Background: an optimization exercise with open tools, aiming at small area. Do not read the settings as production practice.
Only simulation tests tie the RTL to the original design; equivalence was not proved.
No activity file was given, so power comes from the tool's default toggle rates.

`flow/config.mk`:
```
export PLATFORM = sky130hd
export DESIGN_NAME = sccb_responder
export DESIGN_NICKNAME = sccb_responder
export VERILOG_FILES = /design/flow/design.v
export SDC_FILE = /design/flow/constraint.sdc
export NUM_CORES = 4
export LEC_CHECK = 0
export CAP_MARGIN = 5
export CORE_MARGIN = 2
export CORE_UTILIZATION = 65
export SLEW_MARGIN = 5
export SYNTH_HIERARCHICAL = 1
export SYNTH_MINIMUM_KEEP_SIZE = 0
```
`flow/constraint.sdc`:
```
create_clock -name core_clock -period 10.0 [get_ports {Clk}]
set_input_delay 2.0000 -clock core_clock [delete_from_list [all_inputs] [get_ports {Clk}]]
set_output_delay 2.0000 -clock core_clock [all_outputs]
set_load 0.01 [all_outputs]
```
`flow/design.v`:
```
package sccb_pkg;
    typedef enum logic [3:0] {
        ST_IDLE,
        ST_ID,
        ST_ID_ACK,
        ST_SUB,
        ST_SUB_ACK,
        ST_WDAT,
        ST_WDAT_ACK,
        ST_RDAT,
        ST_RDAT_NA,
        ST_WAIT_STOP
    } sccb_state_t;
    localparam int         PHASE_LEN = 9;
    localparam logic [3:0] DATA_BITS = 4'(PHASE_LEN - 1);
    localparam logic [3:0] ACK_BIT   = 4'(PHASE_LEN);
    localparam logic ID_WR_LSB = 1'b0;
    localparam logic ID_RD_LSB = 1'b1;
endpackage
module sccb_line_sync
(
    input  logic Clk,
    input  logic Reset,
    input  logic sioc_in,
    input  logic siod_in,
    output logic sc_rise,
    output logic sc_fall,
    output logic start,
    output logic stop,
    output logic siod_s
);
    logic sc_p0, sc_p1, sc_p2, sc_p3;
    logic sd_p0, sd_p1, sd_p2, sd_p3;
    always_ff @(posedge Clk) begin
        if (!Reset) begin
            sc_p0 <= 1'b1;
            sc_p1 <= 1'b1;
            sc_p2 <= 1'b1;
            sc_p3 <= 1'b1;
            sd_p0 <= 1'b1;
            sd_p1 <= 1'b1;
            sd_p2 <= 1'b1;
            sd_p3 <= 1'b1;
        end else begin
            sc_p0 <= sioc_in;
            sc_p1 <= sc_p0;
            sc_p2 <= sc_p1;
            sc_p3 <= sc_p2;
            sd_p0 <= siod_in;
            sd_p1 <= sd_p0;
            sd_p2 <= sd_p1;
            sd_p3 <= sd_p2;
        end
    end
    assign sc_rise = sc_p2 & ~sc_p3;
    assign sc_fall = ~sc_p2 & sc_p3;
    assign start   = sc_p2 & sc_p3 & ~sd_p2 & sd_p3;
    assign stop    = sc_p2 & sc_p3 & sd_p2 & ~sd_p3;
    assign siod_s = sd_p2;
endmodule
import sccb_pkg::*;
module sccb_responder
#(
    parameter logic [6:0] DEV_ID    = 7'h21,
    parameter int         REG_DEPTH = 256
) (
    input  logic       Clk,
    input  logic       Reset,
    input  logic       sioc_in,
    input  logic       siod_in,
    output logic       siod_oe,
    input  logic [7:0] obs_addr,
    output logic [7:0] obs_data,
    output logic       wr_valid,
    output logic [7:0] wr_addr,
    output logic [7:0] wr_data,
    output logic       busy,
    output logic       err
);
    localparam int NSEG = 8;
    localparam int SLEN = 32;
    logic        sc_rise, sc_fall, start_p, stop_p, sd_s;
    sccb_pkg::sccb_state_t state;
    logic [3:0]  bit_cnt;
    logic [7:0]  shreg;
    logic [7:0]  rd_sh;
    logic        shreg_shift, rd_shift;
    logic [7:0]  ptr;
    logic        rf_we;
    logic [7:0]  rx_byte;
    logic [3:0]  bits_done;
    logic [NSEG-1:0][SLEN-1:0][7:0] ring;
    logic [NSEG-1:0][7:0]           head_in;
    logic [4:0]  off;
    logic        scrub_act;
    logic        pend_valid;
    logic        scrubbing;
    logic        commit;
    logic [NSEG-1:0] commit_seg;
    logic [NSEG-1:0] keep;
    logic        refresh;
    logic [7:0]  refresh_val;
    logic [4:0]  obs_pos;
    logic        refresh_tap;
    logic        obs_hit;
    logic [NSEG-1:0] seg_sel_n;
    logic [3:0]      pos_lo_n;
    logic [7:0]      pos_hi_n;
    logic [2*NSEG-1:0] tap_sel;
    logic [7:0]      tap_or;
    sccb_line_sync u_sync (
        .Clk     (Clk),
        .Reset   (Reset),
        .sioc_in (sioc_in),
        .siod_in (siod_in),
        .sc_rise (sc_rise),
        .sc_fall (sc_fall),
        .start   (start_p),
        .stop    (stop_p),
        .siod_s  (sd_s)
    );
    always_comb begin
        rx_byte  = {shreg[6:0], sd_s};
        bits_done = (bit_cnt == 4'd0) ? 4'd0 : bit_cnt - 4'd1;
        rf_we     = !stop_p && !start_p && sc_rise && state == ST_WDAT
                    && bit_cnt == DATA_BITS - 4'd1;
        scrubbing = !Reset || scrub_act;
        commit    = pend_valid && off == wr_addr[4:0] && !scrubbing;
        for (int s = 0; s < NSEG; s++) begin
            commit_seg[s] = commit && wr_addr[7:5] == 3'(s);
            keep[s]       = !scrubbing && !commit_seg[s];
        end
        refresh     = state != ST_RDAT && ptr[3:0] == off[3:0];
        refresh_tap = ptr[4] ^ off[4];
        for (int i = 0; i < 2 * NSEG; i++)
            tap_sel[i] = !scrubbing && !pend_valid && ptr[7:5] == 3'(i / 2)
                         && refresh_tap == 1'(i % 2);
        for (int b = 0; b < 8; b++)
            refresh_val[b] = (!scrubbing && pend_valid && wr_data[b]) | tap_or[b];
        obs_pos   = obs_addr[4:0] - off;
        obs_hit   = pend_valid && obs_addr == wr_addr;
        for (int i = 0; i < NSEG; i++)
            seg_sel_n[i] = !(obs_addr[7:5] == 3'(i) && !obs_hit && !scrub_act);
        for (int i = 0; i < 4; i++)
            pos_lo_n[i] = obs_pos[1:0] != 2'(i);
        for (int i = 0; i < 8; i++)
            pos_hi_n[i] = obs_pos[4:2] != 3'(i);
        for (int b = 0; b < 8; b++)
            obs_data[b] = (obs_hit & wr_data[b]) | (|obs_l3[b]);
    end
    always_ff @(posedge Clk) begin
        for (int s = 0; s < NSEG; s++) begin
            for (int p = 0; p < SLEN - 1; p++)
                ring[s][p] <= ring[s][p+1];
            ring[s][SLEN-1] <= head_in[s];
        end
    end
    always_ff @(posedge Clk) begin
        if (!Reset) begin
            off        <= 5'd0;
            scrub_act  <= 1'b1;
            pend_valid <= 1'b0;
        end else begin
            off <= off + 5'd1;
            if (off == 5'(SLEN - 2))
                scrub_act <= 1'b0;
            if (rf_we)
                pend_valid <= 1'b1;
            else if (commit)
                pend_valid <= 1'b0;
        end
    end
    always_comb begin
        shreg_shift = !stop_p && !start_p && sc_rise && bit_cnt < DATA_BITS
                      && (state == ST_ID || state == ST_SUB || state == ST_WDAT);
        rd_shift    = !stop_p && !start_p && !sc_rise && sc_fall && state == ST_RDAT
                      && bit_cnt != DATA_BITS;
    end
    always_ff @(posedge Clk) begin
        if (shreg_shift)
            shreg <= rx_byte;
        if (rd_shift)
            rd_sh <= {rd_sh[6:0], 1'b0};
        else if (refresh)
            rd_sh <= refresh_val;
    end
    assign busy = state != ST_IDLE;
    always_ff @(posedge Clk) begin
        if (!Reset) begin
            state    <= ST_IDLE;
            bit_cnt  <= 4'd0;
            ptr      <= 8'h00;
            siod_oe  <= 1'b0;
            err      <= 1'b0;
            wr_valid <= 1'b0;
            wr_addr  <= 8'h00;
            wr_data  <= 8'h00;
        end else begin
            err      <= 1'b0;
            wr_valid <= 1'b0;
            if (stop_p) begin
                if ((state == ST_ID || state == ST_SUB || state == ST_WDAT || state == ST_RDAT)
                    && (bits_done >= 4'd1) && (bits_done <= 4'd7)) begin
                    err <= 1'b1;
                end
                state   <= ST_IDLE;
                siod_oe <= 1'b0;
                bit_cnt <= 4'd0;
            end else if (start_p) begin
                state   <= ST_ID;
                siod_oe <= 1'b0;
                bit_cnt <= 4'd0;
            end else if (sc_rise) begin
                case (state)
                    ST_ID, ST_SUB, ST_WDAT: begin
                        if (bit_cnt < DATA_BITS) begin
                            bit_cnt <= bit_cnt + 4'd1;
                            if (state == ST_WDAT && bit_cnt == DATA_BITS - 4'd1) begin
                                wr_valid <= 1'b1;
                                wr_addr  <= ptr;
                                wr_data  <= rx_byte;
                            end
                        end
                    end
                    ST_ID_ACK, ST_SUB_ACK, ST_WDAT_ACK, ST_RDAT: begin
                        if (bit_cnt < ACK_BIT) begin
                            bit_cnt <= bit_cnt + 4'd1;
                        end
                    end
                    ST_RDAT_NA: begin
                        state <= ST_WAIT_STOP;
                    end
                    default: ;
                endcase
            end else if (sc_fall) begin
                case (state)
                    ST_ID: begin
                        if (bit_cnt == DATA_BITS) begin
                            if (shreg[7:1] == DEV_ID) begin
                                siod_oe <= 1'b1;
                                state   <= ST_ID_ACK;
                            end else begin
                                state   <= ST_WAIT_STOP;
                            end
                        end
                    end
                    ST_SUB: begin
                        if (bit_cnt == DATA_BITS) begin
                            ptr     <= shreg;
                            siod_oe <= 1'b1;
                            state   <= ST_SUB_ACK;
                        end
                    end
                    ST_WDAT: begin
                        if (bit_cnt == DATA_BITS) begin
                            siod_oe <= 1'b1;
                            state   <= ST_WDAT_ACK;
                        end
                    end
                    ST_ID_ACK: begin
                        if (bit_cnt == ACK_BIT) begin
                            bit_cnt <= 4'd0;
                            if (shreg[0] == ID_RD_LSB) begin
                                siod_oe <= ~rd_sh[7];
                                state   <= ST_RDAT;
                            end else if (shreg[0] == ID_WR_LSB) begin
                                siod_oe <= 1'b0;
                                state   <= ST_SUB;
                            end else begin
                                siod_oe <= 1'b0;
                                state   <= ST_WAIT_STOP;
                            end
                        end
                    end
                    ST_SUB_ACK: begin
                        if (bit_cnt == ACK_BIT) begin
                            bit_cnt <= 4'd0;
                            siod_oe <= 1'b0;
                            state   <= ST_WDAT;
                        end
                    end
                    ST_WDAT_ACK: begin
                        if (bit_cnt == ACK_BIT) begin
                            siod_oe <= 1'b0;
                            state   <= ST_WAIT_STOP;
                        end
                    end
                    ST_RDAT: begin
                        if (bit_cnt == DATA_BITS) begin
                            siod_oe <= 1'b0;
                            state   <= ST_RDAT_NA;
                        end else begin
                            siod_oe <= ~rd_sh[6];
                        end
                    end
                    default: ;
                endcase
            end
        end
    end
    for (genvar s = 0; s < NSEG; s++) begin : g_head
        for (genvar b = 0; b < 8; b++) begin : g_bit
            sccb_ao22 u_h (.a0(commit_seg[s]), .d0(wr_data[b]), .a1(keep[s]), .d1(ring[s][0][b]),
                           .y(head_in[s][b]));
        end
    end
    logic [7:0][5:0] tap_l1;
    for (genvar b = 0; b < 8; b++) begin : g_tap
        for (genvar k = 0; k < 5; k++) begin : g_l1
            sccb_aoi222 u_l1 (
                .a0(tap_sel[3*k]),   .d0(ring[(3*k) / 2][16 * ((3*k) % 2)][b]),
                .a1(tap_sel[3*k+1]), .d1(ring[(3*k+1) / 2][16 * ((3*k+1) % 2)][b]),
                .a2(tap_sel[3*k+2]), .d2(ring[(3*k+2) / 2][16 * ((3*k+2) % 2)][b]),
                .y(tap_l1[b][k]));
        end
        sccb_nand2 u_l1x (.a(tap_sel[15]), .b(ring[7][16][b]), .y(tap_l1[b][5]));
        sccb_nand6 u_l2 (.y(tap_l1[b]), .w(tap_or[b]));
    end
    logic [7:0][NSEG-1:0][11:0] obs_l1;
    logic [7:0][NSEG-1:0][2:0]  obs_l2;
    logic [7:0][NSEG-1:0]       obs_l3n;
    logic [7:0][NSEG-1:0]       obs_l3;
    logic [SLEN-1:0]            pos_sel;
    logic [NSEG-1:0]            seg_sel;
    for (genvar p = 0; p < SLEN; p++) begin : g_pos
        sccb_nor2 u_ps (.a(pos_lo_n[p % 4]), .b(pos_hi_n[p / 4]), .y(pos_sel[p]));
    end
    assign seg_sel = ~seg_sel_n;
    for (genvar b = 0; b < 8; b++) begin : g_obs
        for (genvar s = 0; s < NSEG; s++) begin : g_seg
            for (genvar k = 0; k < 10; k++) begin : g_l1
                sccb_aoi222 u_l1 (
                    .a0(pos_sel[3*k]),   .d0(ring[s][3*k][b]),
                    .a1(pos_sel[3*k+1]), .d1(ring[s][3*k+1][b]),
                    .a2(pos_sel[3*k+2]), .d2(ring[s][3*k+2][b]),
                    .y(obs_l1[b][s][k]));
            end
            sccb_nand2 u_l1x (.a(pos_sel[30]), .b(ring[s][30][b]), .y(obs_l1[b][s][10]));
            sccb_nand2 u_l1y (.a(pos_sel[31]), .b(ring[s][31][b]), .y(obs_l1[b][s][11]));
            sccb_sel12 u_l2 (.y(obs_l1[b][s]), .seg(seg_sel[s]), .w(obs_l3[b][s]));
        end
    end
endmodule
module sccb_nand2 (input logic a, input logic b, output logic y);
    assign y = ~(a & b);
endmodule
module sccb_nor2 (input logic a, input logic b, output logic y);
    assign y = ~(a | b);
endmodule
module sccb_sel12 (input logic [11:0] y, input logic seg, output logic w);
    assign w = seg & ~&y;
endmodule
module sccb_nand6 (input logic [5:0] y, output logic w);
    assign w = ~&y;
endmodule
module sccb_ao22 (input logic a0, input logic d0, input logic a1, input logic d1, output logic y);
    assign y = (a0 & d0) | (a1 & d1);
endmodule
module sccb_aoi222 (
    input  logic a0, input logic d0,
    input  logic a1, input logic d1,
    input  logic a2, input logic d2,
    output logic y
);
    assign y = ~((a0 & d0) | (a1 & d1) | (a2 & d2));
endmodule
```
`flow/flow/run.sh`:
```
#!/bin/bash
set -euo pipefail
export CTS_ARGS="-sink_clustering_enable -repair_clock_nets -dont_use_dummy_load -sink_clustering_size 18 -sink_clustering_max_diameter 50 -buf_list sky130_fd_sc_hd__clkbuf_8"
export BUFFER_PORTS_ARGS="-buffer_cell sky130_fd_sc_hd__buf_2"
bash standard.sh > make.log 2>&1
```
`flow/standard.sh`:
```
#!/bin/bash
# synth_recipe.tcl (not shown) runs the flow's synth.tcl, then flattens the netlist and writes it again
# the make line also repeats each setting of config.mk as NAME=value (left out here)
make -C /OpenROAD-flow-scripts/flow DESIGN_CONFIG=/design/flow/config.mk WORK_HOME=/design/flow/orfs CLKGATE_MAP_FILE= SYNTH_SCRIPT=/design/flow/synth_recipe.tcl "${@:-finish}"
```
==> metrics.md, run 1 <==
| Metric | Value |
|---|---|
| Status | finished clean |
| Antenna violations before repair | 11 |
| Worst skew pair latency | 0.85 ns |
| Crit path capture type | primary output |
| Layout cell share with drive strength beyond 1 | under 10% |
| Final hold vios | 0 |
| Period minus WS final | ~8.7 ns |
| Area of the multi-input gates | 12500 sq um |
| Worst min path class | reg -> reg |
| FF/Latch Area | 42500 sq um |
| Fin. max-slew vios | 0 |
| Syn Nets | between 3000 and 4000 |
| Placed Area | 57600 sq um |
| Filler cells | ~5700 |
| Synth Instances | about 3700 |
| Post-synthesis async set-or-reset flop share | 0% |
| DRC Markers | 0 |
| CTS tree | yes |
| WL final | between 150 and 200 mm |
| # setup viols final | 0 |
| CP cell instances | buf_2 -> inv_1 -> ha_1 -> inv_1 -> fa_1 -> a21o_1 -> a21oi_1 -> xor2_1 -> nor2_1 -> nand2_1 -> nor2_4 -> buf_4 -> a222oi_1 -> nand4_1 -> o31a_1 -> nor4_1 -> nand3_1 -> buf_2 |
| Post-DRT Antenna Nets | 0 |
| Iteration-0 DRC Markers | slightly above 7000 |
| Worst-margin pin slew | 1.39 ns |
| Most common library cells after synthesis | dfxtp_1, a222oi_1, nand4_1 |
| Avg Cell Area, Syn | roughly 15 sq um |
| Post-CTS sizing | 0 |
| First-pass GRT wire length | about 250 mm |
| Setup ws final | ~1.3 ns |
| Slew headroom | 7.13% |
| Synth top area share | about 77% |
| DP HPWL | roughly 100 mm |
| Die Area | slightly below 90000 sq um |
| Number of global-route vias before repair | between 30000 and 40000 |
| Place WS | roughly 1.4 ns |
| Post-synthesis cell type count | 61 |
| Final Cell Area | 59700 sq um |
| Critical path arrival | 6.74 ns |
| Dpl cells | 4882 |
| WP data required | approximately 8.0 ns |
| Post-CTS Setup Inserts | 0 |
| Initial Util | between 60% and 70% |
| Hold Crit Start | ring[287]$_DFF_P_ |
| Hold_buf cts | 0 |
| Via-to-Cell Ratio | 7.30 |
| Final GP Congestion | between 0.8 and 0.9 |
| Area grow syn2layout | 8.94% |
| Final period utilization | ~87% |
| Setup TNS | 0 ns |
| Top FF cell, synth | dfxtp_1 |
| CP Depth | 18 |
| Register-to-Register Path Depth | 7 |
| Count leader, synth | dfxtp_1 |
| Seq/Total Area, Yosys | between 70% and 80% |
| Post-synth EDFFs | 15 |
| Die width | 294 microns |
| CORE AREA | 83600 sq um |
| Final Instance Count excl. Fillers | 5045 |
| Beginning of the critical path | obs_addr[0] |
| FF-to-FF End | ring[1535]$_DFF_P_ |
| Endpoint, Worst Hold | ring[279]$_DFF_P_ |
| Drt wl/cell | about 34 microns |
| # rows | approximately 110 |
| Nets@finish | roughly 4000 |
| Worst R2R Setup Slack | approximately 6.5 ns |
| Synth top area cells | dfxtp_1, a222oi_1, nand4_1 |
| GRT Residual Overflow | 0 |
| Sink Count | between 2000 and 2500 |
| CP max stage cell | nor4_1 |
| GRT Util Overall | around two fifths |
| Synth Warn # | 8 |
| Fmax | 114 MHz |
| CP Buf/Inv Count | 5 |
| FF+latch count, synth | between 2000 and 2500 |
| IO Count | 40 |
| WS Path Type | in -> out |
| RSZ-0062 raised after global routing | false |
| CP Max Fanout | 42 |
| CP top delay family | simple AND/OR/NAND/NOR gates |
| Area leader, netlist | dfxtp_1 |
| Port-buffer cells | 39 |
| DR vias | between 30000 and 40000 |
| Power per Cell Area | 210 nW/um^2 |
| CTS max path bufs | 3 |
| WHS Path Cells | 0 |
| Drt first pass iters | 11 |
| CP peak stage delay | around 0.60 ns |
| Reg2reg start | scrub_act$_SDFFE_PN1N_ |
| Root Buffer Master | clkbuf_8 |
| Mapped cell area | 54800 sq um |
| Num CTS Buffers | ~140 |
| Worst ir drop on vdd | between 0.15 and 0.2 mV |
| LEAKAGE | around 22 nW |
| Die Y | between 200 and 300 microns |
| Largest net degree at the start of global routing | 65 |
| Max Cap Viol | 0 |
| Total power | roughly 0.013 W |
| H-tree levels | 4 |
| Clk_skew | 0.0579 ns |
| Crit path launch type | primary input |
| Worst-path clk slew | roughly 0.11 ns |
sequential cells by signal, indices dropped and copies added (netlist names), 4 cells and up:
| name | count |
|---|---|
| ring | 2048 |
| ptr | 8 |
| rd_sh | 8 |
| shreg | 8 |
| wr_addr | 8 |
| wr_data | 8 |
| off | 5 |
| bit_cnt | 4 |
| state | 4 |
modules after synthesis, one instance, submodules excluded:
module,flip-flops and latches,cells
sccb_line_sync,8,20
sccb_nand2,0,1
sccb_responder,2106,2471
sccb_aoi222,0,1
sccb_nand6,0,2
sccb_nor2,0,1
sccb_ao22,0,1
sccb_sel12,0,4
worst max path at each step:
| stage | endpoint | slack [ns] |
|---|---|---|
| after floorplan | obs_data[0] | 1.80 |
| after global placement | obs_data[6] | 1.48 |
| after detailed placement | obs_data[6] | 1.44 |
| after CTS | obs_data[6] | 1.39 |
| after global routing | obs_data[6] | 1.24 |
| final | obs_data[6] | 1.26 |
logic make-up after synthesis:
logic type / Yosys count / share of synthesized area, %
AO/OA/AOI/OAI: 864 / 15.1
XOR/XNOR: 28 / 0.448
adder cells (fa/ha/maj): 12 / 0.288
buffers and inverters: 36 / 0.322
flip-flops: 2114 / 77.5
multiplexers: 26 / 0.477
AND/OR/NAND/NOR: 595 / 5.81
metal layers:
layer | wire, microns | global-route usage (%) | up-vias
met3 | 23500 | 11.4 | 580
met4 | 9980 | 21.6 | 6
li1 | - | - | 15332
met5 | 38 | 0 | -
met2 | 75000 | 58.4 | 2725
met1 | 65100 | 52.8 | 18193
stage by stage:
| stage | util, % | hold WS [ns] |
|---|---|---|
| 2_1_floorplan | - | 0.330 |
| 3_3_place_gp | 69.0 | 0.332 |
| 3_5_place_dp | 69.0 | 0.335 |
| 4_1_cts | 71.4 | 0.290 |
| 5_1_grt | 71.4 | 0.292 |
| 6_report | 71.4 | 0.288 |
cell usage in the layout, fill, tap and decap left out, drive strengths merged, types with 17 or more instances in the layout:
cell / n
a21oi: 26
mux2i: 25
nand4: 202
nor2b: 33
diode: 19
nor4: 19
buf: 150
o31a: 64
dfxtp: 2099
clkbuf: 144
xnor2: 17
a22o: 64
a222oi: 680
nor2: 68
nand2b: 19
nand2: 178
nand3: 27
worst register-to-register path, stage by stage (launching register included):
cell      delay, ns
dfxtp_1        0.34
nand2b_1       0.42
nor2_1         0.83
nand4_1        0.37
nor2_1         0.53
a21oi_2        0.35
buf_4          0.31
a22o_1         0.27
report_power, final:
| group | switching [W] | internal (W) |
|---|---|---|
| clock network | 0.00243 | 0.00130 |
| registers | 0.00000543 | 0.00843 |
| logic | 0.000331 | 0.0000506 |
| total | 0.00276 | 0.00978 |
area by class of cell:
cell class	count	area share, %
multi-input cells	1525	21.0
clock buffers	144	3.32
repair buffers	150	2.06
inverters	13	0.0818
flip-flops and latches	2114	71.2
diodes	19	0.0797
well taps	1080	2.26
==> run 2: changes to the inputs <==
==> flow/flow/run.sh (replaced) <==
#!/bin/bash
set -euo pipefail
export CTS_ARGS="-sink_clustering_enable -repair_clock_nets -dont_use_dummy_load -sink_clustering_size 18 -sink_clustering_max_diameter 65 -buf_list sky130_fd_sc_hd__clkbuf_8"
export BUFFER_PORTS_ARGS="-buffer_cell sky130_fd_sc_hd__buf_2"
bash standard.sh > make.log 2>&1
--- a/flow/config.mk
+++ b/flow/config.mk
@@ -8,5 +8,6 @@
 export CAP_MARGIN = 5
 export CORE_MARGIN = 2
-export CORE_UTILIZATION = 65
+export CORE_UTILIZATION = 80
+export PLACE_DENSITY = 0.85
 export SLEW_MARGIN = 5
 export SYNTH_HIERARCHICAL = 1
==> metrics.md, run 2 <==
| Metric | Value |
|---|---|
| GRT Residual Overflow | 0 (unchanged) |
| Layout cell share with drive strength beyond 1 | 9.15% (was 9.28%) |
| Commonest non-fill, non-tap cell in the layout | dfxtp_1 (unchanged) |
| GRT Util Overall | 50.7% (was 39.6%) |
| WP data required | 8.00 ns (about the same) |
| WHS Path Cells | 0 (unchanged) |
| CTS tree | yes (unchanged) |
| Register-to-Register Path Depth | 9 (was 7) |
| Fmax | 109 MHz (was 114 MHz) |
| Post-DRT Antenna Nets | 0 (unchanged) |
| Nets@finish | 3959 (was 3972) |
| Final period utilization | 92.1% (was 87.4%) |
| Area grow syn2layout | 8.16% (was 8.94%) |
| Clk_skew | 0.0451 ns (was 0.0579 ns) |
| Reg2reg start | scrub_act$_SDFFE_PN1N_ (unchanged) |
| LEAKAGE | 21.7 nW (was 21.8 nW) |
| DP HPWL | 106 mm (was 101 mm) |
| Final GP Congestion | 0.959 (was 0.888) |
| Worst skew pair latency | 0.86 ns (was 0.85 ns) |
| DR vias | 39006 (was 36836) |
| Synth top area cells | dfxtp_1, a222oi_1, nand4_1 (unchanged) |
| CP Max Fanout | 29 (was 42) |
| Area leader, netlist | dfxtp_1 (unchanged) |
| Count leader, synth | dfxtp_1 (unchanged) |
| Antenna violations before repair | 12 (was 11) |
| Syn Nets | 3699 (unchanged) |
| H-tree levels | 4 (unchanged) |
| CTS max path bufs | 3 (unchanged) |
| Sink Count | 2114 (unchanged) |
| Worst-path clk slew | 0.10 ns (was 0.11 ns) |
| Mapped cell area | 54800 sq um (unchanged) |
| Avg Cell Area, Syn | 14.9 sq um (unchanged) |
| Filler cells | 2937 (was 5652) |
| Most common library cells after synthesis | dfxtp_1, a222oi_1, nand4_1 (unchanged) |
| Synth Instances | 3675 (unchanged) |
| Number of global-route vias before repair | 39247 (was 36481) |
| FF-to-FF End | rd_sh[1]$_DFFE_PP_ (was ring[1535]$_DFF_P_) |
| Port-buffer cells | 39 (unchanged) |
| Largest net degree at the start of global routing | 65 (unchanged) |
| Failing Checks | max-capacitance violations, max-slew violations |
| FF/Latch Area | 42500 sq um (unchanged) |
| Seq/Total Area, Yosys | 77.5% (unchanged) |
| Endpoint, Worst Hold | ring[176]$_DFF_P_ (was ring[279]$_DFF_P_) |
| Hold_buf cts | 0 (unchanged) |
| Worst min path class | reg -> reg (unchanged) |
| Slew headroom | -0.391% (was 7.13%) |
| IO Count | 40 (unchanged) |
| Drt wl/cell | 37.8 microns (was 34.4 microns) |
| Power per Cell Area | 211 nW/um^2 (was 210 nW/um^2) |
| Highest-count cells in the layout ignoring fill and taps | dfxtp_1, a222oi_1, nand4_1, nand2_1, clkbuf_8 (unchanged) |
| # setup viols final | 0 (unchanged) |
| Placed Area | 57400 sq um (was 57600 sq um) |
| Max reg flops | 2048 (unchanged) |
| Worst ir drop on vdd | 0.198 mV (was 0.160 mV) |
| Num CTS Buffers | 135 (was 144) |
| First-pass GRT wire length | 259 mm (was 248 mm) |
| Synth Warn # | 8 (unchanged) |
| Iteration-0 DRC Markers | 9623 (was 7195) |
| Setup TNS | 0 ns (unchanged) |
| Post-synthesis cell type count | 61 (unchanged) |
| Period minus WS final | 9.21 ns (was 8.74 ns) |
| Synth top area share | 76.7% (unchanged) |
| Worst R2R Setup Slack | 6.12 ns (was 6.47 ns) |
| Post-synthesis async set-or-reset flop share | 0% (unchanged) |
| Top FF cell, synth | dfxtp_1 (unchanged) |
| Post-CTS Setup Inserts | 0 (unchanged) |
| WL final | 182 mm (was 174 mm) |
| Post-synth EDFFs | 15 (unchanged) |
| Max Cap Viol | 1 (was 0) |
| Area of the multi-input gates | 12500 sq um (about the same) |
| Root Buffer Master | clkbuf_8 (unchanged) |
| Final hold vios | 0 (unchanged) |
| Post-CTS sizing | 0 (unchanged) |
| Most flops, register | ring (unchanged) |
| Die Y | 266 microns (was 294 microns) |
| Status | failed layout checks (was finished clean) |
| Final Cell Area | 59200 sq um (was 59700 sq um) |
| Worst-margin pin slew | 1.50 ns (was 1.39 ns) |
| Critical path arrival | 7.21 ns (was 6.74 ns) |
| Drt first pass iters | 17 (was 11) |
| FF+latch count, synth | 2114 (unchanged) |
| # rows | 95 (was 106) |
| Crit path capture type | primary output (unchanged) |
| WS Path Type | in -> out (unchanged) |
| CORE AREA | 67500 sq um (was 83600 sq um) |
| Fin. max-slew vios | 29 (was 0) |
| Initial Util | 81.1% (was 65.6%) |
| Hold Crit Start | ring[184]$_DFF_P_ (was ring[287]$_DFF_P_) |
| RSZ-0062 raised after global routing | false (unchanged) |
| Die Area | 70600 sq um (was 86600 sq um) |
| Via-to-Cell Ratio | 8.09 (was 7.30) |
| DRC Markers | 0 (unchanged) |
| Crit path launch type | primary input (unchanged) |
| Die width | 266 microns (was 294 microns) |
## run 2: cell counts after synthesis
Identical to the previous run, type by type.
## run 2: how the worst max path moves through the flow
| stage | slack (ns) | depth (start not counted) | startpoint | end |
|---|---|---|---|---|
| 2_1_floorplan | 1.80 | 14 | obs_addr[0] | obs_data[0] |
| 3_3_place_gp | 1.45 | 18 | obs_addr[0] | obs_data[3] |
| 3_5_place_dp | 1.40 | 19 | obs_addr[0] | obs_data[4] |
| 4_1_cts | 1.32 | 19 | obs_addr[0] | obs_data[4] |
| 5_1_grt | 0.75 | 18 | obs_addr[0] | obs_data[3] |
| 6_report | 0.79 | 18 | obs_addr[0] | obs_data[3] |
## run 2: where the power goes
group | internal (W) | switching (W) | leakage [nW]
Sequential | 0.00843 | 0.00000528 | 17.0
Clock | 0.00122 | 0.00244 | 0.971
Combinational | 0.0000525 | 0.000344 | 3.65
Total | 0.00970 | 0.00278 | 21.7
## run 2: kinds of logic after synthesis
| kind of cell | synth area share, % |
|---|---|
| xor+xnor | 0.448 |
| flops | 77.5 |
| compound gates | 15.1 |
| simple gates | 5.81 |
| fa+ha+maj | 0.288 |
| mux | 0.477 |
| buf+inv | 0.322 |
## run 2: Yosys stat by module, one instance, submodules excluded
module,cell area (sq um),flip-flops and latches,cells
sccb_line_sync,243,8,20
sccb_aoi222,10.0,0,1
sccb_ao22,8.76,0,1
sccb_nor2,3.75,0,1
sccb_responder,44700,2106,2471
sccb_nand2,3.75,0,1
sccb_sel12,27.5,0,4
sccb_nand6,13.8,0,2
## run 2: cell type report
cell class | count | area share, %
flip-flops and latches | 2114 | 71.7
multi-input cells | 1525 | 21.1
clock buffers | 135 | 3.14
repair buffers | 146 | 2.04
well taps | 873 | 1.84
inverters | 13 | 0.0824
diodes | 15 | 0.0634
## run 2: metrics by stage
step / total power [W] / utilization (%) / std cells / worst slack [ns] / hold slack (ns)
after floorplan: 0.00875 / - / 3675 / 1.80 / 0.330
after global placement: 0.00898 / 84.9 / 4671 / 1.45 / 0.332
after detailed placement: 0.00899 / 84.9 / 4671 / 1.40 / 0.335
after CTS: 0.0124 / 87.7 / 4806 / 1.32 / 0.307
after global routing: 0.0127 / 87.7 / 4807 / 0.749 / 0.325
final: 0.0125 / 87.8 / 4821 / 0.790 / 0.324
## run 2: metal layers
| metal | part of all wire [%] | wire (microns) | global-route usage [%] | vias to the layer above |
|---|---|---|---|---|
| met5 | 0.033 | 60 | 0 | - |
| li1 | - | - | - | 15287 |
| met3 | 17 | 30800 | 19.9 | 1216 |
| met4 | 9.2 | 16800 | 37.5 | 10 |
| met1 | 33 | 59400 | 62.6 | 18525 |
| met2 | 41 | 75200 | 72.5 | 3968 |
## run 2: critical path, stage by stage
cell,delay [ns]
buf_2,0.11
inv_1,0.05
ha_1,0.13
inv_1,0.06
fa_1,0.39
a21o_1,0.18
a21oi_1,0.27
xor2_1,0.26
nor2_1,0.10
nand2_1,0.32
nor2_4,0.28
buf_4,0.46
a222oi_1,0.47
nand4_1,0.18
o31a_1,0.34
nor4_1,1.05
nand3_1,0.25
buf_2,0.24
==> run 3: changes to the inputs <==
==> flow/flow/run.sh (replaced) <==
#!/bin/bash
set -euo pipefail
export CTS_ARGS="-sink_clustering_enable -repair_clock_nets -dont_use_dummy_load -sink_clustering_size 20 -sink_clustering_max_diameter 50 -buf_list sky130_fd_sc_hd__clkbuf_8"
export BUFFER_PORTS_ARGS="-buffer_cell sky130_fd_sc_hd__buf_2"
bash standard.sh > make.log 2>&1
--- a/flow/config.mk
+++ b/flow/config.mk
@@ -8,6 +8,5 @@
 export CAP_MARGIN = 5
 export CORE_MARGIN = 2
-export CORE_UTILIZATION = 80
-export PLACE_DENSITY = 0.85
+export CORE_UTILIZATION = 65
 export SLEW_MARGIN = 5
 export SYNTH_HIERARCHICAL = 1
==> metrics.md, run 3 <==
| Metric | Value |
|---|---|
| Placed Area | 57600 sq um (was 57400 sq um) |
| Synth top area cells | dfxtp_1, a222oi_1, nand4_1 (unchanged) |
| Nets@finish | 3970 (was 3959) |
| CTS tree | yes (unchanged) |
| Drt first pass iters | 11 (was 17) |
| Fmax | 115 MHz (was 109 MHz) |
| Internal power | 0.00976 W (was 0.00970 W) |
| Worst min path class | reg -> reg (unchanged) |
| Die Y | 294 microns (was 266 microns) |
| Worst-margin pin slew | 1.32 ns (was 1.50 ns) |
| Final Instance Count excl. Fillers | 5034 (was 4821) |
| # setup viols final | 0 (unchanged) |
| Highest-count cells in the layout ignoring fill and taps | dfxtp_1, a222oi_1, nand4_1, nand2_1, clkbuf_8 (unchanged) |
| CP Buf/Inv Count | 5 (unchanged) |
| Post-synthesis async set-or-reset flop share | 0% (unchanged) |
| Critical path arrival | 6.69 ns (was 7.21 ns) |
| Initial Util | 65.6% (was 81.1%) |
| Post-CTS Setup Inserts | 0 (unchanged) |
| LEAKAGE | 21.7 nW (about the same) |
| GR Layer Usage met2 | 58.3% (was 72.5%) |
| DR vias | 36898 (was 39006) |
| Post-synthesis cell type count | 61 (unchanged) |
| Synth top area share | 76.7% (unchanged) |
| Post-DRT Antenna Nets | 0 (unchanged) |
| Hold_buf cts | 0 (unchanged) |
| FF+latch count, synth | 2114 (unchanged) |
| Post-synthesis mux area share | 0.477% (unchanged) |
| Hold_ws | 0.289 ns (was 0.324 ns) |
| Root Buffer Master | clkbuf_8 (unchanged) |
| CTS max path bufs | 3 (unchanged) |
| Sink Count | 2114 (unchanged) |
| Sw Share | 22.0% (was 22.3%) |
| Comb pwr share | 3.1% (was 3.2%) |
| Post-synth EDFFs | 15 (unchanged) |
| Global Route met3 Usage | 11.3% (was 19.9%) |
| CP Max Fanout | 42 (was 29) |
| Status | finished clean (was failed layout checks) |
| Syn Nets | 3699 (unchanged) |
| Main combinational cell family by area after synthesis | compound AO/OA/AOI/OAI gates (unchanged) |
| Seq/Total Area, Yosys | 77.5% (unchanged) |
| Number of global-route vias before repair | 36312 (was 39247) |
| Switching power | 0.00276 W (was 0.00278 W) |
| CP top delay family | simple AND/OR/NAND/NOR gates (unchanged) |
| Xor/xnor share of the synthesized area | 0.448% (unchanged) |
| Power per Cell Area | 210 nW/um^2 (was 211 nW/um^2) |
| Final hold vios | 0 (unchanged) |
| Dpl cells | 4882 (was 4671) |
| # rows | 106 (was 95) |
| WP data required | 8.00 ns (about the same) |
| Top FF cell, synth | dfxtp_1 (unchanged) |
| CP max stage cell | nor4_1 (unchanged) |
| CP cell instances | buf_2 -> inv_1 -> ha_1 -> inv_1 -> fa_1 -> a21o_1 -> a21oi_1 -> xor2_1 -> nor2_1 -> nand2_1 -> nor2_4 -> buf_4 -> a222oi_1 -> nand4_1 -> o31a_1 -> nor4_1 -> nand3_1 -> buf_2 (unchanged) |
| Avg Cell Area, Syn | 14.9 sq um (unchanged) |
| First-pass GRT wire length | 247 mm (was 259 mm) |
| DRC Markers | 0 (unchanged) |
| Die Area | 86600 sq um (was 70600 sq um) |
| GRT Util Overall | 39.4% (was 50.7%) |
| WS Path Type | in -> out (unchanged) |
| Period minus WS final | 8.69 ns (was 9.21 ns) |
| Final Util | 71.4% (was 87.8%) |
| RSZ-0062 raised after global routing | false (unchanged) |
| Crit path launch type | primary input (unchanged) |
| Fin. max-slew vios | 0 (was 29) |
| Worst skew pair latency | 0.85 ns (was 0.86 ns) |
| Worst-path clk slew | 0.11 ns (was 0.10 ns) |
| Max Cap Viol | 0 (was 1) |
| CORE AREA | 83600 sq um (was 67500 sq um) |
| Post-CTS sizing | 0 (unchanged) |
| Slew headroom | 11.6% (was -0.391%) |
| Iteration-0 DRC Markers | 7340 (was 9623) |
| Area leader, netlist | dfxtp_1 (unchanged) |
| Most flops, register | ring (unchanged) |
| Busiest grt layer | met2 (unchanged) |
| Commonest non-fill, non-tap cell in the layout | dfxtp_1 (unchanged) |
| Antenna violations before repair | 8 (was 12) |
| GR met1 Demand/Resource | 52.8% (was 62.6%) |
| Final Cell Area | 59600 sq um (was 59200 sq um) |
| Post-synthesis compound-gate area fraction | 15.1% (unchanged) |
| Clk_skew | 0.0542 ns (was 0.0451 ns) |
| IO Count | 40 (unchanged) |
| Max reg flops | 2048 (unchanged) |
| Largest net degree at the start of global routing | 65 (unchanged) |
| Worst ir drop on vdd | 0.183 mV (was 0.198 mV) |
| Most common library cells after synthesis | dfxtp_1, a222oi_1, nand4_1 (unchanged) |
| Crit path capture type | primary output (unchanged) |
| Final GP Congestion | 0.888 (was 0.959) |
| GRT Residual Overflow | 0 (unchanged) |
| Num CTS Buffers | 142 (was 135) |
| Drt wl/cell | 34.4 microns (was 37.8 microns) |
| Port-buffer cells | 39 (unchanged) |
| Simple-Gate Fraction of Synth Area | 5.81% (unchanged) |
| Layout cell share with drive strength beyond 1 | 9.23% (was 9.15%) |
| Filler cells | 5681 (was 2937) |
| Die width | 294 microns (was 266 microns) |
| CP peak stage delay | 0.58 ns (was 1.05 ns) |
| WL final | 173 mm (was 182 mm) |
| Count leader, synth | dfxtp_1 (unchanged) |
| Synth Instances | 3675 (unchanged) |
| Synth Warn # | 8 (unchanged) |
| Final period utilization | 86.9% (was 92.1%) |
| DP HPWL | 101 mm (was 106 mm) |
| Mapped cell area | 54800 sq um (unchanged) |
| Setup TNS | 0 ns (unchanged) |
| Flop pwr share | 67.4% (was 67.5%) |
| H-tree levels | 4 (unchanged) |
| Clock power share | 29.6% (was 29.3%) |
| Area grow syn2layout | 8.84% (was 8.16%) |
| Via-to-Cell Ratio | 7.33 (was 8.09) |
| Synth Area in Adders | 0.288% (unchanged) |
[run 3: cell counts after synthesis]
No cell type changed its count.
[run 3: worst reg2reg max path: cells and delay by family (launching register included)]
kind                   cells  cell delay, ns
AOI/OAI and AO/OA          2            0.65
DFF                        1            0.33
buffers and inverters      1            0.32
and+or+nand+nor            4            2.16
[run 3: routing by layer]
metal | up-vias | share of wire [%]
li1 | 15306 | -
met1 | 18315 | 38
met2 | 2746 | 43
met3 | 524 | 13
met4 | 7 | 5.6
met5 | - | 0.093
[run 3: layout make-up]
class / count / area [sq um] / area share, %
Inverter: 13 / 48.8 / 0.0818
Multi-Input combinational cell: 1525 / 12500 / 21.0
Sequential cell: 2114 / 42500 / 71.2
Tap cell: 1080 / 1350 / 2.27
Antenna cell: 10 / 25.0 / 0.0420
Timing Repair Buffer: 150 / 1230 / 2.06
Clock buffer: 142 / 1950 / 3.28
[run 3: metrics by stage]
| stage | power (W) | setup WS [ns] |
|---|---|---|
| after floorplan | 0.00875 | 1.80 |
| after global placement | 0.00899 | 1.48 |
| after detailed placement | 0.00899 | 1.44 |
| after CTS | 0.0125 | 1.39 |
| after global routing | 0.0128 | 1.24 |
| final | 0.0125 | 1.31 |
[run 3: path summary, 6_finish.rpt]
| kind | from | end | slack (ns) | depth (start not counted) |
|---|---|---|---|---|
| worst max-delay path | obs_addr[0] | obs_data[6] | 1.31 | 18 |
| worst max register to register | scrub_act$_SDFFE_PN1N_ | ring[1535]$_DFF_P_ | 6.42 | 7 |
| worst min-delay path | ring[287]$_DFF_P_ | ring[279]$_DFF_P_ | 0.29 | 0 |
| worst min register to register | ring[287]$_DFF_P_ | ring[279]$_DFF_P_ | 0.29 | 0 |
[run 3: kinds of logic (layout without fill, tap and decap cells)]
kind of cell             Yosys count  after routing
multiplexers                      26             26
flip-flops                      2114           2114
AO/OA/AOI/OAI                    864            864
adder cells (fa/ha/maj)           12             12
other                              0             10
buffers and inverters             36            305
AND/OR/NAND/NOR                  595            595
XOR/XNOR                          28             28
[run 3: modules after synthesis (local to each module, per instance)]
module	copies in the design	flip-flops and latches
sccb_ao22	64	0
sccb_aoi222	680	0
sccb_line_sync	1	8
sccb_nand2	136	0
sccb_nand6	8	0
sccb_nor2	32	0
sccb_responder	1	2106
sccb_sel12	64	0
[run 3: power by group through the flow]
stage	Sequential (W)	Combinational, W	Clock, W
4_1_cts	0.00843	0.000361	0.00371
5_1_grt	0.00844	0.000371	0.00402
3_5_place_dp	0.00863	0.000361	0
6_report	0.00843	0.000384	0.00370
3_3_place_gp	0.00863	0.000359	0
2_1_floorplan	0.00862	0.000124	0
==> run 4: changes to the inputs <==
--- a/flow/design.v
+++ b/flow/design.v
@@ -186,4 +186,6 @@
     end
     assign busy = state != ST_IDLE;
+    assign siod_oe = state == ST_ID_ACK || state == ST_SUB_ACK || state == ST_WDAT_ACK
+                     || (state == ST_RDAT && !rd_sh[7]);
     always_ff @(posedge Clk) begin
         if (!Reset) begin
@@ -191,5 +193,4 @@
             bit_cnt  <= 4'd0;
             ptr      <= 8'h00;
-            siod_oe  <= 1'b0;
             err      <= 1'b0;
             wr_valid <= 1'b0;
@@ -205,9 +206,7 @@
                 end
                 state   <= ST_IDLE;
-                siod_oe <= 1'b0;
                 bit_cnt <= 4'd0;
             end else if (start_p) begin
                 state   <= ST_ID;
-                siod_oe <= 1'b0;
                 bit_cnt <= 4'd0;
             end else if (sc_rise) begin
@@ -238,5 +237,4 @@
                         if (bit_cnt == DATA_BITS) begin
                             if (shreg[7:1] == DEV_ID) begin
-                                siod_oe <= 1'b1;
                                 state   <= ST_ID_ACK;
                             end else begin
@@ -248,5 +246,4 @@
                         if (bit_cnt == DATA_BITS) begin
                             ptr     <= shreg;
-                            siod_oe <= 1'b1;
                             state   <= ST_SUB_ACK;
                         end
@@ -254,5 +251,4 @@
                     ST_WDAT: begin
                         if (bit_cnt == DATA_BITS) begin
-                            siod_oe <= 1'b1;
                             state   <= ST_WDAT_ACK;
                         end
@@ -262,11 +258,8 @@
                             bit_cnt <= 4'd0;
                             if (shreg[0] == ID_RD_LSB) begin
-                                siod_oe <= ~rd_sh[7];
                                 state   <= ST_RDAT;
                             end else if (shreg[0] == ID_WR_LSB) begin
-                                siod_oe <= 1'b0;
                                 state   <= ST_SUB;
                             end else begin
-                                siod_oe <= 1'b0;
                                 state   <= ST_WAIT_STOP;
                             end
@@ -276,5 +269,4 @@
                         if (bit_cnt == ACK_BIT) begin
                             bit_cnt <= 4'd0;
-                            siod_oe <= 1'b0;
                             state   <= ST_WDAT;
                         end
@@ -282,5 +274,4 @@
                     ST_WDAT_ACK: begin
                         if (bit_cnt == ACK_BIT) begin
-                            siod_oe <= 1'b0;
                             state   <= ST_WAIT_STOP;
                         end
@@ -288,8 +279,5 @@
                     ST_RDAT: begin
                         if (bit_cnt == DATA_BITS) begin
-                            siod_oe <= 1'b0;
                             state   <= ST_RDAT_NA;
-                        end else begin
-                            siod_oe <= ~rd_sh[6];
                         end
                     end
==> flow/flow/run.sh (replaced) <==
#!/bin/bash
set -euo pipefail
export CTS_ARGS="-sink_clustering_enable -repair_clock_nets -dont_use_dummy_load -sink_clustering_size 18 -sink_clustering_max_diameter 50 -buf_list sky130_fd_sc_hd__clkbuf_8"
export BUFFER_PORTS_ARGS="-buffer_cell sky130_fd_sc_hd__buf_2"
bash standard.sh > make.log 2>&1
--- a/flow/config.mk
+++ b/flow/config.mk
@@ -6,8 +6,8 @@
 export NUM_CORES = 4
 export LEC_CHECK = 0
-export CAP_MARGIN = 5
+export CAP_MARGIN = 15
 export CORE_MARGIN = 2
-export CORE_UTILIZATION = 65
-export SLEW_MARGIN = 5
+export CORE_UTILIZATION = 70
+export SLEW_MARGIN = 15
 export SYNTH_HIERARCHICAL = 1
 export SYNTH_MINIMUM_KEEP_SIZE = 0
==> metrics.md, run 4 <==
| Metric | Value |
|---|---|
| Power per Cell Area | 210 nW/um^2 (about the same) |
| Number of global-route vias before repair | 37029 (was 36312) |
| CTS max path bufs | 3 (unchanged) |
| Iteration-0 DRC Markers | 8040 (was 7340) |
| Via-to-Cell Ratio | 7.47 (was 7.33) |
| Die Y | 284 microns (was 294 microns) |
| Area grow syn2layout | 8.82% (was 8.84%) |
| Critical path arrival | 6.84 ns (was 6.69 ns) |
| Slew headroom | 10.8% (was 11.6%) |
| Post-CTS sizing | 0 (unchanged) |
| Worst-margin pin slew | 1.34 ns (was 1.32 ns) |
| Seq/Total Area, Yosys | 77.6% (was 77.5%) |
| Hold Crit Start | ring[1008]$_DFF_P_ (was ring[287]$_DFF_P_) |
| Sink Count | 2113 (was 2114) |
| Largest net degree at the start of global routing | 65 (unchanged) |
| Dpl cells | 4841 (was 4882) |
| Max reg flops | 2048 (unchanged) |
| Status | finished clean (unchanged) |
| Fmax | 113 MHz (was 115 MHz) |
| LEAKAGE | 21.8 nW (was 21.7 nW) |
| Post-synthesis cell type count | 58 (was 61) |
| Die width | 284 microns (was 294 microns) |
| Crit path launch type | primary input (unchanged) |
| Fin. max-slew vios | 0 (unchanged) |
| Drt wl/cell | 34.5 microns (was 34.4 microns) |
| Post-DRT Antenna Nets | 0 (unchanged) |
| Most flops, register | ring (unchanged) |
| Nets@finish | 3970 (unchanged) |
| First-pass GRT wire length | 250 mm (was 247 mm) |
| # rows | 102 (was 106) |
| Root Buffer Master | clkbuf_8 (unchanged) |
| Final GP Congestion | 0.939 (was 0.888) |
| Worst-path clk slew | 0.10 ns (was 0.11 ns) |
| Worst min path class | reg -> reg (unchanged) |
| Antenna violations before repair | 8 (unchanged) |
| Port-buffer cells | 39 (unchanged) |
| Post-synthesis async set-or-reset flop share | 0% (unchanged) |
| Period minus WS final | 8.85 ns (was 8.69 ns) |
| Top FF cell, synth | dfxtp_1 (unchanged) |
| Setup TNS | 0 ns (unchanged) |
| Clk_skew | 0.122 ns (was 0.0542 ns) |
| WL final | 172 mm (was 173 mm) |
| Synth top area share | 76.8% (was 76.7%) |
| WP data required | 8.00 ns (about the same) |
| RSZ-0062 raised after global routing | false (unchanged) |
| DRC Markers | 0 (unchanged) |
| Commonest non-fill, non-tap cell in the layout | dfxtp_1 (unchanged) |
| Count leader, synth | dfxtp_1 (unchanged) |
| Most common library cells after synthesis | dfxtp_1, a222oi_1, nand4_1 (unchanged) |
| Hold_buf cts | 0 (unchanged) |
| Worst R2R Setup Slack | 6.17 ns (was 6.42 ns) |
| # setup viols final | 0 (unchanged) |
| IO Count | 40 (unchanged) |
| Drt first pass iters | 13 (was 11) |
| DP HPWL | 106 mm (was 101 mm) |
| CP Max Fanout | 32 (was 42) |
| Worst skew pair latency | 0.88 ns (was 0.85 ns) |
| Highest-count cells in the layout ignoring fill and taps | dfxtp_1, a222oi_1, nand4_1, nand2_1, clkbuf_8 (unchanged) |
| Reg2reg start | scrub_act$_SDFFE_PN1N_ (unchanged) |
| Avg Cell Area, Syn | 14.9 sq um (about the same) |
| Final period utilization | 88.5% (was 86.9%) |
| Mapped cell area | 54700 sq um (was 54800 sq um) |
| Worst ir drop on vdd | 0.206 mV (was 0.183 mV) |
| Syn Nets | 3699 (unchanged) |
| Synth Warn # | 8 (unchanged) |
| Final hold vios | 0 (unchanged) |
| Initial Util | 70.6% (was 65.6%) |
| Die Area | 80400 sq um (was 86600 sq um) |
| H-tree levels | 4 (unchanged) |
| Post-CTS Setup Inserts | 0 (unchanged) |
| Crit path capture type | primary output (unchanged) |
| GRT Residual Overflow | 0 (unchanged) |
| Post-synth EDFFs | 15 (unchanged) |
| Beginning of the critical path | obs_addr[0] (unchanged) |
| CORE AREA | 77500 sq um (was 83600 sq um) |
| Max Cap Viol | 0 (unchanged) |
| Synth top area cells | dfxtp_1, a222oi_1, nand4_1 (unchanged) |
| GRT Util Overall | 42.3% (was 39.4%) |
| CTS tree | yes (unchanged) |
| DR vias | 37277 (was 36898) |
| Final Instance Count excl. Fillers | 4993 (was 5034) |
| Layout cell share with drive strength beyond 1 | 9.03% (was 9.23%) |
| Num CTS Buffers | 143 (was 142) |
| FF+latch count, synth | 2113 (was 2114) |
| Synth Instances | 3675 (unchanged) |
| WS Path Type | in -> out (unchanged) |
| Area leader, netlist | dfxtp_1 (unchanged) |
## run 4: power breakdown
part	switching, W	total [W]	internal (W)	leakage, nW
combinational	0.000324	0.000378	0.0000541	3.78
clock	0.00240	0.00369	0.00129	1.03
sequential	0.00000689	0.00843	0.00842	17.0
## run 4: critical path: stages
cell and delay [ns]:
buf_2 0.12, inv_1 0.06, ha_1 0.17, inv_1 0.06
fa_1 0.42, a21o_1 0.18, a21oi_1 0.26, xnor2_1 0.18
o211ai_1 0.45, nor2_4 0.36, buf_12 0.31, a222oi_1 0.72
nand4_1 0.16, o31a_1 0.33, nor4_1 0.48, nand2_1 0.19
a21o_1 0.22, buf_2 0.15
## run 4: per-module statistics from Yosys, one instance, submodules excluded
module | times used | cells inside
sccb_responder | 1 | 2471
sccb_line_sync | 1 | 20
sccb_sel12 | 64 | 4
sccb_nand6 | 8 | 2
sccb_aoi222 | 680 | 1
sccb_ao22 | 64 | 1
sccb_nand2 | 136 | 1
sccb_nor2 | 32 | 1
## run 4: cells by family after synthesis
| group | Yosys count | share of synthesized area [%] |
|---|---|---|
| DFF | 2113 | 77.6 |
| AOI/OAI and AO/OA | 884 | 15.5 |
| and+or+nand+nor | 576 | 5.51 |
| buffers and inverters | 38 | 0.274 |
| xor gates and xnor gates | 27 | 0.432 |
| muxes | 25 | 0.457 |
| adders and majority gates | 12 | 0.288 |
## run 4: cell type report
class / instances / area, sq um
sequential: 2113 / 42500
fill: 4750 / 17900
multi-input combinational: 1524 / 12500
clock buffer: 143 / 1970
tap: 1040 / 1300
timing repair buffer: 149 / 1240
inverter: 15 / 56.3
antenna: 9 / 22.5
## run 4: worst paths after layout
check             cells past startpoint                  to
hold / removal                        0  ring[1000]$_DFF_P_
setup / recovery                     18         obs_data[2]
hold reg to reg                       0  ring[1000]$_DFF_P_
setup reg to reg                     10  rd_sh[6]$_DFFE_PP_
## run 4: stage by stage
step / total power (W) / hold slack, ns / area (sq um) / utilization [%] / setup slack (ns)
after global routing: 0.0128 / 0.286 / 59500 / 76.8 / 1.06
after floorplan: 0.00875 / 0.330 / 54700 / - / 1.61
after global placement: 0.00897 / 0.332 / 57500 / 74.3 / 1.41
after CTS: 0.0125 / 0.286 / 59500 / 76.8 / 1.38
after detailed placement: 0.00898 / 0.334 / 57600 / 74.3 / 1.40
final: 0.0125 / 0.289 / 59500 / 76.9 / 1.16
## run 4: routing by layer
metal,vias to the layer above,share of wire (%),GRT usage [%]
met2,2977,42,62.6
li1,15378,-,-
met3,700,14,13.1
met5,-,0.033,0
met1,18218,37,55.4
met4,4,6.6,24.0
==> run 5: changes to the inputs <==
--- a/flow/design.v
+++ b/flow/design.v
@@ -309,8 +309,10 @@
     logic [7:0][NSEG-1:0]       obs_l3n;
     logic [7:0][NSEG-1:0]       obs_l3;
-    logic [SLEN-1:0]            pos_sel;
+    logic [3:0][SLEN-1:0]       pos_sel;
     logic [NSEG-1:0]            seg_sel;
-    for (genvar p = 0; p < SLEN; p++) begin : g_pos
-        sccb_nor2 u_ps (.a(pos_lo_n[p % 4]), .b(pos_hi_n[p / 4]), .y(pos_sel[p]));
+    for (genvar q = 0; q < 4; q++) begin : g_posq
+        for (genvar p = 0; p < SLEN; p++) begin : g_pos
+            sccb_nor2 u_ps (.a(pos_lo_n[p % 4]), .b(pos_hi_n[p / 4]), .y(pos_sel[q][p]));
+        end
     end
     assign seg_sel = ~seg_sel_n;
@@ -319,11 +321,11 @@
             for (genvar k = 0; k < 10; k++) begin : g_l1
                 sccb_aoi222 u_l1 (
-                    .a0(pos_sel[3*k]),   .d0(ring[s][3*k][b]),
-                    .a1(pos_sel[3*k+1]), .d1(ring[s][3*k+1][b]),
-                    .a2(pos_sel[3*k+2]), .d2(ring[s][3*k+2][b]),
+                    .a0(pos_sel[s / 2][3*k]),   .d0(ring[s][3*k][b]),
+                    .a1(pos_sel[s / 2][3*k+1]), .d1(ring[s][3*k+1][b]),
+                    .a2(pos_sel[s / 2][3*k+2]), .d2(ring[s][3*k+2][b]),
                     .y(obs_l1[b][s][k]));
             end
-            sccb_nand2 u_l1x (.a(pos_sel[30]), .b(ring[s][30][b]), .y(obs_l1[b][s][10]));
-            sccb_nand2 u_l1y (.a(pos_sel[31]), .b(ring[s][31][b]), .y(obs_l1[b][s][11]));
+            sccb_nand2 u_l1x (.a(pos_sel[s / 2][30]), .b(ring[s][30][b]), .y(obs_l1[b][s][10]));
+            sccb_nand2 u_l1y (.a(pos_sel[s / 2][31]), .b(ring[s][31][b]), .y(obs_l1[b][s][11]));
             sccb_sel12 u_l2 (.y(obs_l1[b][s]), .seg(seg_sel[s]), .w(obs_l3[b][s]));
         end
--- a/flow/config.mk
+++ b/flow/config.mk
@@ -6,8 +6,8 @@
 export NUM_CORES = 4
 export LEC_CHECK = 0
-export CAP_MARGIN = 15
+export CAP_MARGIN = 10
 export CORE_MARGIN = 2
-export CORE_UTILIZATION = 70
-export SLEW_MARGIN = 15
+export CORE_UTILIZATION = 65
+export SLEW_MARGIN = 10
 export SYNTH_HIERARCHICAL = 1
 export SYNTH_MINIMUM_KEEP_SIZE = 0
==> metrics.md, run 5 <==
| Metric | Value |
|---|---|
| RSZ-0062 raised after global routing | false (unchanged) |
| Filler cells | 5788 (was 4750) |
| Worst min path class | reg -> reg (unchanged) |
| CP Buf/Inv Count | 5 (unchanged) |
| Port-buffer cells | 39 (unchanged) |
| Die width | 295 microns (was 284 microns) |
| Most flops, register | ring (unchanged) |
| Area leader, netlist | dfxtp_1 (unchanged) |
| Avg Cell Area, Syn | 14.6 sq um (was 14.9 sq um) |
| IO Count | 40 (unchanged) |
| CP cell instances | buf_2 -> inv_1 -> ha_1 -> inv_1 -> fa_1 -> a21o_1 -> a21oi_1 -> xor2_1 -> nand4_1 -> nor2_1 -> buf_4 -> a222oi_1 -> nand4_1 -> o31a_1 -> nor4_1 -> nand2_1 -> a21o_1 -> buf_2 (was buf_2 -> inv_1 -> ha_1 -> inv_1 -> fa_1 -> a21o_1 -> a21oi_1 -> xnor2_1 -> o211ai_1 -> nor2_4 -> buf_12 -> a222oi_1 -> nand4_1 -> o31a_1 -> nor4_1 -> nand2_1 -> a21o_1 -> buf_2) |
| Synth top area cells | dfxtp_1, a222oi_1, nand4_1 (unchanged) |
| Die Area | 87100 sq um (was 80400 sq um) |
| Hold_ws | 0.285 ns (was 0.289 ns) |
| Nets@finish | 4114 (was 3970) |
| Die Y | 295 microns (was 284 microns) |
| Post-CTS sizing | 0 (unchanged) |
| Critical path arrival | 7.74 ns (was 6.84 ns) |
| Area grow syn2layout | 8.96% (was 8.82%) |
| WS Path Type | in -> out (unchanged) |
| Number of global-route vias before repair | 36129 (was 37029) |
| Post-synthesis cell type count | 58 (unchanged) |
| Final GP Congestion | 1.00 (was 0.939) |
| Clk_skew | 0.0913 ns (was 0.122 ns) |
| DR vias | 37124 (was 37277) |
| CORE AREA | 83800 sq um (was 77500 sq um) |
| Commonest non-fill, non-tap cell in the layout | dfxtp_1 (unchanged) |
| Worst-path clk slew | 0.11 ns (was 0.10 ns) |
| Hold_buf cts | 0 (unchanged) |
| Antenna violations before repair | 13 (was 8) |
| Synth Instances | 3771 (was 3675) |
| Worst-margin pin slew | 1.51 ns (was 1.34 ns) |
| # rows | 106 (was 102) |
| Syn Nets | 3795 (was 3699) |
| Period minus WS final | 9.74 ns (was 8.85 ns) |
| Total power | 0.0126 W (was 0.0125 W) |
| FF+latch count, synth | 2113 (unchanged) |
| Most common library cells after synthesis | dfxtp_1, a222oi_1, nand4_1 (unchanged) |
| Final period utilization | 97.4% (was 88.5%) |
| Final hold vios | 0 (unchanged) |
| Via-to-Cell Ratio | 7.10 (was 7.47) |
| Top FF cell, synth | dfxtp_1 (unchanged) |
| DRC Markers | 0 (unchanged) |
| WP data required | 8.00 ns (about the same) |
| Post-synth EDFFs | 15 (unchanged) |
| CTS tree | yes (unchanged) |
| Setup ws final | 0.257 ns (was 1.16 ns) |
| Setup TNS | 0 ns (unchanged) |
| DP HPWL | 116 mm (was 106 mm) |
| LEAKAGE | 22.2 nW (was 21.8 nW) |
| Place WS | 0.565 ns (was 1.40 ns) |
| Post-CTS Setup Inserts | 0 (unchanged) |
| Worst ir drop on vdd | 0.169 mV (was 0.206 mV) |
| Synth Warn # | 8 (unchanged) |
| Max Cap Viol | 1 (was 0) |
| # setup viols final | 0 (unchanged) |
| Drt wl/cell | 32.8 microns (was 34.5 microns) |
| Count leader, synth | dfxtp_1 (unchanged) |
| Slew headroom | -1.28% (was 10.8%) |
| CP peak stage delay | 1.09 ns (was 0.72 ns) |
| Power per Cell Area | 210 nW/um^2 (about the same) |
| Root Buffer Master | clkbuf_8 (unchanged) |
| Failing Checks | max-capacitance violations, max-slew violations |
| Fmax | 103 MHz (was 113 MHz) |
| Synth top area share | 76.3% (was 76.8%) |
| Layout cell share with drive strength beyond 1 | 9.86% (was 9.03%) |
| Fin. max-slew vios | 9 (was 0) |
| Drt first pass iters | 11 (was 13) |
| H-tree levels | 4 (unchanged) |
| Crit path capture type | primary output (unchanged) |
| CP Max Fanout | 16 (was 32) |
| Mapped cell area | 55100 sq um (was 54700 sq um) |
| Crit path launch type | primary input (unchanged) |
| CTS max path bufs | 3 (unchanged) |
| Iteration-0 DRC Markers | 7497 (was 8040) |
| Status | failed layout checks (was finished clean) |
| Largest net degree at the start of global routing | 32 (was 65) |
| Post-DRT Antenna Nets | 0 (unchanged) |
| Worst skew pair latency | 0.86 ns (was 0.88 ns) |
| CP top delay family | simple AND/OR/NAND/NOR gates (was compound AO/OA/AOI/OAI gates) |
| GRT Util Overall | 38.9% (was 42.3%) |
| Sink Count | 2113 (unchanged) |
| Num CTS Buffers | 146 (was 143) |
| Highest-count cells in the layout ignoring fill and taps | dfxtp_1, a222oi_1, nand4_1, nand2_1, buf_4 (was dfxtp_1, a222oi_1, nand4_1, nand2_1, clkbuf_8) |
| WL final | 171 mm (was 172 mm) |
| First-pass GRT wire length | 244 mm (was 250 mm) |
| CP max stage cell | nor2_1 (was a222oi_1) |
| Max reg flops | 2048 (unchanged) |
| Seq/Total Area, Yosys | 77.1% (was 77.6%) |
| Post-synthesis async set-or-reset flop share | 0% (unchanged) |
| GRT Residual Overflow | 0 (unchanged) |
| Final Cell Area | 60000 sq um (was 59500 sq um) |
| Placed Area | 58000 sq um (was 57600 sq um) |
| Initial Util | 65.7% (was 70.6%) |
==> run 5: changes by cell type in the layout (fill, tap and decap cells not counted), moves of 3 or more <==
cell	change
nor3_4	-3
nor3_2	+3
buf_12	-11
a21oi_1	+5
clkbuf_8	+3
nor2_1	+87
buf_4	+56
nor2_4	-32
nor2_2	+41
a21oi_2	-5
==> run 5: cells by family (layout without fill, tap and decap cells) <==
logic type	count (synthesis)	count (layout)	synth area share [%]
and+or+nand+nor	672	672	6.12
other	0	9	0
xor gates and xnor gates	27	27	0.429
muxes	25	25	0.454
DFF	2113	2113	77.1
buffers and inverters	38	355	0.273
AOI/OAI and AO/OA	884	884	15.4
adders and majority gates	12	12	0.286
==> run 5: power breakdown <==
group,leakage (nW),switching [W],internal (W)
clock network,1.05,0.00242,0.00131
logic,4.07,0.000344,0.0000735
registers,17.0,0.00000739,0.00842
total,22.2,0.00277,0.00981
==> run 5: worst paths after layout <==
check	from	endpoint	slack, ns	depth (start not counted)
max	obs_addr[0]	obs_data[5]	0.26	18
min	ring[751]$_DFF_P_	ring[743]$_DFF_P_	0.28	0
max reg2reg	scrub_act$_SDFFE_PN1N_	rd_sh[2]$_DFFE_PP_	5.78	9
min reg2reg	ring[751]$_DFF_P_	ring[743]$_DFF_P_	0.28	0
==> run 5: modules after synthesis (local to each module, per instance) <==
module / cell area, sq um / copies in the design / cells inside / flip-flops and latches
sccb_nand2: 3.75 / 136 / 1 / 0
sccb_nand6: 13.8 / 8 / 2 / 0
sccb_line_sync: 243 / 1 / 20 / 8
sccb_ao22: 8.76 / 64 / 1 / 0
sccb_sel12: 27.5 / 64 / 4 / 0
sccb_aoi222: 10.0 / 680 / 1 / 0
sccb_responder: 44600 / 1 / 2471 / 2105
sccb_nor2: 3.75 / 128 / 1 / 0
==> run 5: cell type report <==
| cell class | count | area, sq um | area share (%) |
|---|---|---|---|
| Tap cell | 1134 | 1420 | 2.36 |
| Multi-Input combinational cell | 1620 | 12600 | 21.0 |
| Clock buffer | 146 | 2010 | 3.35 |
| Inverter | 15 | 56.3 | 0.0938 |
| Sequential cell | 2113 | 42500 | 70.7 |
| Timing Repair Buffer | 194 | 1420 | 2.37 |
| Antenna cell | 9 | 22.5 | 0.0375 |
==> run 5: layer usage <==
metal | vias to the layer above | global-route usage (%) | share of wire, %
met5 | - | 0 | 0.039
met1 | 18212 | 54.5 | 40
met4 | 10 | 17.7 | 4.8
li1 | 15725 | - | -
met3 | 535 | 11.9 | 14
met2 | 2642 | 55.6 | 42
==> run 5: through the flow <==
| stage | std cells | utilization, % |
|---|---|---|
| final | 5231 | 71.6 |
| after global routing | 5223 | 71.6 |
| after CTS | 5220 | 71.5 |
| after detailed placement | 5074 | 69.1 |
| after global placement | 5073 | 69.1 |
| after floorplan | 3771 | - |

## afterwards: timing with drivers on the ports
The results above use ideal ports. As a check the final layouts listed here were re-extracted and re-timed, cells and wires unchanged.
Step 1: set_driving_cell puts a clkbuf_16 on Clk and a buf_2 on each other input, an assumption about the parent block.
Step 2 times the ports against the registers' clock, not the clock port: input delays grow and output delays shrink by t, the midpoint of the rising clock arrivals with the driver on.
Three values: ideal, step 1, step 2; two values: the first two.
| run | t (ns) | setup WS [ns] | clock arrival spread, ns |
|---|---|---|---|
| run 1 | 0.891 | 1.260 / 1.234 / 1.234 | 0.071 / 0.070 |
| run 2 | 0.912 | 0.790 / 0.770 / 0.770 | 0.063 / 0.064 |
| run 3 | 0.889 | 1.307 / 1.281 / 1.281 | 0.073 / 0.074 |
| run 4 | 0.886 | 1.155 / 1.135 / 1.135 | 0.123 / 0.123 |
| run 5 | 0.878 | 0.257 / 0.234 / 0.234 | 0.096 / 0.096 |
